Source: an optimization exercise on an open RTL-to-GDS flow (aim: small area, a short achievable clock period and few clock cycles per item). Production flows keep margins and buffers that such runs may drop.
Where RTL was checked, it was by simulation tests only, not by an equivalence proof against the original.
No activity file was given, so power comes from the tool's default toggle rates.

==> inputs of exp/pepper <==
// modular_exponentiation_core
module modular_exponentiation_core
(
	input logic clk,
	input logic arst_n,
	input logic cfg_valid,
	output logic cfg_ready,
	input logic [mexp_pkg::FIELD_W-1:0] cfg_modulus,
	input logic req_valid,
	output logic req_ready,
	input logic [mexp_pkg::FIELD_W-1:0] req_message,
	input logic [mexp_pkg::FIELD_W-1:0] req_exponent,
	output logic rsp_valid,
	input logic rsp_ready,
	output logic [mexp_pkg::FIELD_W-1:0] rsp_power_mod
);
export LEC_CHECK = 0
export CAP_MARGIN = 20
export CORE_MARGIN = 2
export CORE_UTILIZATION = 40
export SETUP_SLACK_MARGIN = 4.0
export SLEW_MARGIN = 20
create_clock -name core_clock -period 8.0 [get_ports {clk}]
run.sh (not shown) runs the stock make flow with config.mk's settings and CLKGATE_MAP_FILE= SYNTH_SCRIPT=/design/flow/synth_recipe.tcl, a recipe that flattens the netlist after the stock synthesis.
==> exp/xenon (differences from exp/pepper) <==
--- a/flow/design.v
+++ b/flow/design.v
@@ -105,84 +105,87 @@
 	localparam int L = mexp_pkg::LOW_W;
 	localparam int HW = mexp_pkg::TOP_W;
 	typedef enum logic [3:0] {
 		S_IDLE,    
 		S_PREP,    
 		S_RED,     
 		S_CRED,    
+		S_SCAN,    
+		S_SQR,     
 		S_MUL,     
 		S_CMUL,    
 		S_FIX,     
 		S_DBL,     
 		S_CFIX,    
 		S_SHR,     
+		S_ONE,     
 		S_ZERO,    
 		S_RSP      
 	} state_t;
 	state_t state_q, state_d, state_n;
 	logic ready_q, ready_d;
 	logic rsp_valid_q, rsp_valid_d;
 	logic cfg_ready_q;
 	logic m_def_q;     
 	logic m_norm_q;    
+	logic sq_q;        
 	logic fixed_q;     
 	logic [N-1:0] m_q;
 	logic [4:0] k_q;
-	logic [RW-1:0] ac_q;    
-	logic [RW-1:0] x_q;     
-	logic [N-1:0] e_q;      
+	logic [RW-1:0] ac_q;
+	logic [RW-1:0] x_q;
+	logic [N:0] e_q;      
+	logic [HW-1:0] h_q;
+	logic hc_q;    
+	logic [L-1:0] ls_q, lc_q;
 	logic [4:0] cnt_q;
-	logic b_q;              
-	logic [HW-1:0] ha_q, hb_q, ha_step, hb_step;
-	logic ea_q, eb_q, ea_step, eb_step;
-	logic [L-1:0] lsa_q, lca_q, lsb_q, lcb_q, lsa_step, lca_step, lsb_step, lcb_step;
-	logic step_q, qf_q;
-	mexp_lane u_lane_a (
-		.h (ha_q),
-		.e (ea_q),
-		.ls (lsa_q),
-		.lc (lca_q),
-		.b (b_q),
+	logic b_q;
+	logic step_b;
+	logic q_force;
+	logic [HW-1:0] h_step;
+	logic e_step;
+	logic [L-1:0] ls_step, lc_step;
+	logic [RW-1:0] v;
+	logic cin;
+	logic init;
+	logic init_neg;
+	mexp_lane u_lane (
+		.h (h_q),
+		.e (hc_q),
+		.ls (ls_q),
+		.lc (lc_q),
+		.b (step_b),
 		.a (ac_q),
 		.m (m_q),
-		.q_force (qf_q),
+		.q_force (q_force),
 		.q_add (ac_q[RW-1]),
-		.h_next (ha_step),
-		.e_next (ea_step),
-		.ls_next (lsa_step),
-		.lc_next (lca_step)
-	);
-	mexp_lane u_lane_b (
-		.h (hb_q),
-		.e (eb_q),
-		.ls (lsb_q),
-		.lc (lcb_q),
-		.b (b_q),
-		.a (x_q),
-		.m (m_q),
-		.q_force (1'b0),
-		.q_add (1'b0),
-		.h_next (hb_step),
-		.e_next (eb_step),
-		.ls_next (lsb_step),
-		.lc_next (lcb_step)
+		.h_next (h_step),
+		.e_next (e_step),
+		.ls_next (ls_step),
+		.lc_next (lc_step)
 	);
-	logic [RW-1:0] va, vb;
-	assign va = {ha_q[RW-L-1:0], lsa_q} + {{(RW-L-1){1'b0}}, ea_q, lca_q};
-	assign vb = {hb_q[RW-L-1:0], lsb_q} + {{(RW-L-1){1'b0}}, eb_q, lcb_q};
-	logic e_rest_zero;
-	assign e_rest_zero = e_q[N-1:1] == '0;
+	assign v = {h_q[RW-L-1:0], ls_q} + {{(RW-L-1){1'b0}}, hc_q, lc_q} + {{(RW-1){1'b0}}, cin};
+	logic e_top, e_rest_zero, e_last;
+	assign e_top = e_q[N];
+	assign e_rest_zero = e_q[N-1:0] == '0;
+	assign e_last = e_q[N-1] && (e_q[N-2:0] == '0);
 	logic m_zero;
 	assign m_zero = m_q == '0;
 	logic [4:0] cnt_dec;
 	assign cnt_dec = cnt_q - 5'd1;
-	logic [N-1:0] x_lo;
 	logic bit_next;
+	logic [N-1:0] ac_lo, x_lo;
+	assign ac_lo = ac_q[N-1:0];
 	assign x_lo = x_q[N-1:0];
-	assign bit_next = x_lo[cnt_dec];
+	assign bit_next = sq_q ? ac_lo[cnt_dec] : x_lo[cnt_dec];
+	logic step_q, qf_q;
+	assign init = !step_q;
+	assign step_b = b_q;
+	assign q_force = qf_q;
+	assign cin = state_q == S_ONE;
 	always_comb begin
 		state_d = state_q;
 		ready_d = 1'b0;
 		rsp_valid_d = rsp_valid_q && !rsp_ready;
 		case (state_q)
 			S_IDLE: ;
 			S_PREP: begin
@@ -192,32 +195,44 @@
 					end else begin
 						state_d = S_RED;
 					end
 				end
 			end
 			S_RED: state_d = S_CRED;
 			S_CRED: begin
-				if (e_q == '0) begin
+				if (!e_top) begin
+					state_d = S_SCAN;
+				end else if (e_rest_zero) begin
+					state_d = S_ONE;
+				end else if (e_last) begin
 					state_d = S_FIX;
 				end else begin
-					state_d = S_MUL;
+					state_d = S_SQR;
+				end
+			end
+			S_SCAN: begin
+				if (e_top) begin
+					state_d = S_RED;
 				end
 			end
-			S_MUL: begin
+			S_SQR, S_MUL: begin
 				if (cnt_q == 5'd0) begin
 					state_d = S_CMUL;
 				end
 			end
 			S_CMUL: begin
-				if (e_rest_zero) begin
+				if (sq_q && e_top) begin
+					state_d = S_MUL;
+				end else if (e_last) begin
 					state_d = S_FIX;
 				end else begin
-					state_d = S_MUL;
+					state_d = S_SQR;
 				end
 			end
+			S_ONE: state_d = S_FIX;
 			S_FIX: begin
 				if (k_q != 5'd0 && !fixed_q) begin
 					state_d = S_DBL;
 				end else begin
 					state_d = S_CFIX;
 				end
 			end
@@ -258,21 +273,23 @@
 			end
 		end
 		if (state_q == S_RSP && rsp_ready) begin
 			state_d = S_IDLE;
 			ready_d = 1'b1;
 		end
 	end
-	logic to_mul, init_neg, acc_take;
-	logic [RW-1:0] a_next;
 	always_comb begin
-		to_mul = (state_q == S_CRED || state_q == S_CMUL) && state_n == S_MUL;
-		init_neg = to_mul && vb[RW-1];
-		acc_take = state_q == S_CMUL && e_q[0];
-		a_next = acc_take ? va : ac_q;
+		init_neg = 1'b0;
+		if (state_q == S_CMUL || state_q == S_CRED) begin
+			if (state_n == S_SQR) begin
+				init_neg = v[RW-1];
+			end else if (state_n == S_MUL) begin
+				init_neg = x_q[RW-1];
+			end
+		end
 	end
 	always_ff @(posedge clk or negedge arst_n) begin
 		if (!arst_n) begin
 			state_q <= S_IDLE;
 			ready_q <= 1'b0;
 			rsp_valid_q <= 1'b0;
 			cfg_ready_q <= 1'b0;
@@ -304,71 +321,70 @@
 			m_q <= 32'h8000_0000;
 			k_q <= 5'd30;
 		end else if (state_q == S_PREP && !m_norm_q && !m_q[N-1] && !m_zero) begin
 			m_q <= m_q << 1;
 			k_q <= k_q + 5'd1;
 		end
 		if (state_q == S_IDLE) begin
-			ac_q <= {{(RW-1){1'b0}}, 1'b1};
-		end else if (acc_take || state_q == S_CFIX || state_q == S_ZERO) begin
-			ac_q <= va;
-		end else if (state_q == S_SHR) begin
-			ac_q <= ac_q >> 1;
+			ac_q <= {1'b0, req_message};
+		end else if (state_q == S_CRED || state_q == S_CMUL || state_q == S_CFIX || state_q == S_ONE) begin
+			ac_q <= v;
 		end
-		if (state_q == S_IDLE) begin
-			x_q <= {1'b0, req_message};
-		end else if (state_q == S_CRED || state_q == S_CMUL) begin
-			x_q <= vb;
+		if (state_q == S_CRED || state_q == S_ZERO || (state_q == S_CFIX && (fixed_q || k_q == 5'd0))) begin
+			x_q <= v;
+		end else if (state_q == S_SHR) begin
+			x_q <= x_q >> 1;
 		end
 		if (state_q == S_IDLE) begin
-			e_q <= req_exponent;
-		end else if (state_q == S_CMUL) begin
-			e_q <= e_q >> 1;
-		end
-		if (!step_q) begin
-			ha_q <= init_neg ? ~{{(HW-(RW-L)){a_next[RW-1]}}, a_next[RW-1:L]} : '0;
-			lsa_q <= init_neg ? ~a_next[L-1:0] : '0;
-			lca_q <= {{(L-1){1'b0}}, init_neg};
-			ea_q <= 1'b0;
-			hb_q <= init_neg ? ~{{(HW-(RW-L)){vb[RW-1]}}, vb[RW-1:L]} : '0;
-			lsb_q <= init_neg ? ~vb[L-1:0] : '0;
-			lcb_q <= {{(L-1){1'b0}}, init_neg};
-			eb_q <= 1'b0;
+			e_q <= {req_exponent, 1'b1};
+		end else if ((state_q == S_SCAN || state_q == S_PREP || state_q == S_RED) && !e_top) begin
+			e_q <= e_q << 1;
+		end else if (state_q == S_CRED && e_top && !e_rest_zero) begin
+			e_q <= e_q << 1;
+		end else if (state_q == S_CMUL && !(sq_q && e_top)) begin
+			e_q <= e_q << 1;
+		end
+		if (init) begin
+			h_q <= init_neg ? ~{{(HW-(RW-L)){v[RW-1]}}, v[RW-1:L]} : '0;
+			hc_q <= 1'b0;
+			ls_q <= init_neg ? ~v[L-1:0] : '0;
+			lc_q <= {{(L-1){1'b0}}, init_neg};
 		end else begin
-			ha_q <= ha_step;
-			lsa_q <= lsa_step;
-			lca_q <= lca_step;
-			ea_q <= ea_step;
-			hb_q <= hb_step;
-			lsb_q <= lsb_step;
-			lcb_q <= lcb_step;
-			eb_q <= eb_step;
+			h_q <= h_step;
+			hc_q <= e_step;
+			ls_q <= ls_step;
+			lc_q <= lc_step;
 		end
-		if (state_q == S_MUL || state_q == S_DBL || state_q == S_SHR) begin
+		if (state_q == S_SQR || state_q == S_MUL || state_q == S_DBL || state_q == S_SHR) begin
 			cnt_q <= cnt_dec;
 		end else if (state_q == S_FIX || state_q == S_CFIX) begin
 			cnt_q <= k_q;
 		end else begin
 			cnt_q <= 5'd31;
 		end
-		step_q <= state_n == S_RED || state_n == S_MUL || state_n == S_FIX || state_n == S_DBL;
+		step_q <= state_n == S_RED || state_n == S_SQR || state_n == S_MUL || state_n == S_FIX || state_n == S_DBL;
 		qf_q <= state_n == S_FIX;
 		if (state_n == S_RED || state_n == S_FIX) begin
 			b_q <= 1'b1;
-		end else if (state_q == S_MUL) begin
+		end else if (state_q == S_SQR || state_q == S_MUL) begin
 			b_q <= bit_next;
+		end else if (state_n == S_SQR) begin
+			b_q <= v[N-1];
 		end else if (state_n == S_MUL) begin
-			b_q <= vb[N-1];
+			b_q <= x_q[N-1];
 		end else begin
 			b_q <= 1'b0;
 		end
+		if (state_q == S_CRED || state_q == S_CMUL) begin
+			sq_q <= state_n == S_SQR;
+		end
 		if (state_q == S_IDLE) begin
 			fixed_q <= 1'b0;
 		end else if (state_q == S_CFIX) begin
 			fixed_q <= 1'b1;
 		end
 	end
 	assign cfg_ready = cfg_ready_q;
 	assign req_ready = ready_q;
 	assign rsp_valid = rsp_valid_q;
-	assign rsp_power_mod = ac_q[N-1:0];
+	assign rsp_power_mod = x_q[N-1:0];
 endmodule
--- a/flow/config.mk
+++ b/flow/config.mk
@@ -4,9 +4,9 @@
 export VERILOG_FILES = /design/flow/design.v
 export SDC_FILE = /design/flow/constraint.sdc
 export NUM_CORES = 4
 export LEC_CHECK = 0
 export CAP_MARGIN = 20
 export CORE_MARGIN = 2
 export CORE_UTILIZATION = 40
-export SETUP_SLACK_MARGIN = 4.0
+export SETUP_SLACK_MARGIN = 3.5
 export SLEW_MARGIN = 20
==> notes <==
Against exp/pepper, the count of clock-buffer cells in the layout of exp/xenon is lower by 16.
Between exp/xenon and exp/pepper, the lower die area is in exp/xenon (gap 30%, measured against exp/pepper).
Between exp/pepper and exp/xenon, the lower critical path depth is in exp/xenon (gap 3).
Between exp/pepper and exp/xenon, the lower flip-flop and latch count is in exp/xenon (gap 61).
Of exp/pepper and exp/xenon, exp/pepper has the higher first-iteration DRC count (gap about 50%, measured against exp/xenon).
Maximum frequency is about the same in exp/pepper and exp/xenon.
Of exp/pepper and exp/xenon, exp/xenon has the higher sequential share of layout area (gap 8.0 points).
Against exp/pepper, the sequential power of exp/xenon is smaller by 23%.
Total power: exp/xenon is lower than exp/pepper (28%).
==> figures <==
metric	exp/pepper	exp/xenon
Cell row count	84	70
Post-Synthesis Net Count	2797	1801
Number of vias per cell after detailed routing	5.50	5.36
Multi-input gate share of the layout cell area	54.3%	47.1%
Switching power share of the total	45.9%	44.8%
Outcome	no timing/DRC/antenna violations	no timing/DRC/antenna violations
Reg2Reg Depth	18	15
Clock sink count	279	218
Placed cell count	3178	2094
Part of the cycle the worst path needs	53.0%	53.1%
Number of clock-tree buffers in the layout	50	34
Non-clock inverter instance count of the final layout	271	148
Largest fanout on the critical path	8	23
Clock buffer and inverter area fraction after layout	4.34%	4.54%
Top cell type by total area after synthesis	sky130_fd_sc_hd__dfxtp_1	sky130_fd_sc_hd__edfxtp_1
Slew @ Worst Pin	1.08 ns	0.964 ns
Overall global routing resource usage	23.6%	21.3%
Non-clk bufs	231	156
WL/cell	19.9 µm	19.3 µm
Sequential cell area fraction in the yosys report	30.9%	38.4%
Testbench counts of exp/xenon, summed over its fixed seeds: cycles 288,092, items 192.
For exp/pepper, only the layout was checked, not whether the RTL still works.

-- port drivers added, routing unchanged --
The flow's constraints put no driver on any port. The routed layouts listed below were extracted and timed again, unchanged, in two steps. Step 1: set_driving_cell puts a clkbuf_16 on clk and a buf_2 on each other input, an assumption about the parent block. Step 2 also shifts input and output timing later by t, the mid clock arrival at the registers, as if the neighbouring blocks saw the same clock. Slacks: ideal ports / drivers / drivers and shift; pairs: ideal ports / drivers.
run | shift t [ns] | slack for setup (ns) | hold WS [ns] | pins driven straight from the clock port
exp/pepper | 0.606 | 3.760 / 3.760 / 3.760 | 0.517 / 0.517 / 0.517 | 1
exp/xenon | 0.589 | 3.753 / 3.753 / 3.753 | 0.474 / 0.474 / 0.474 | 1
After both steps every run listed still meets setup and hold.
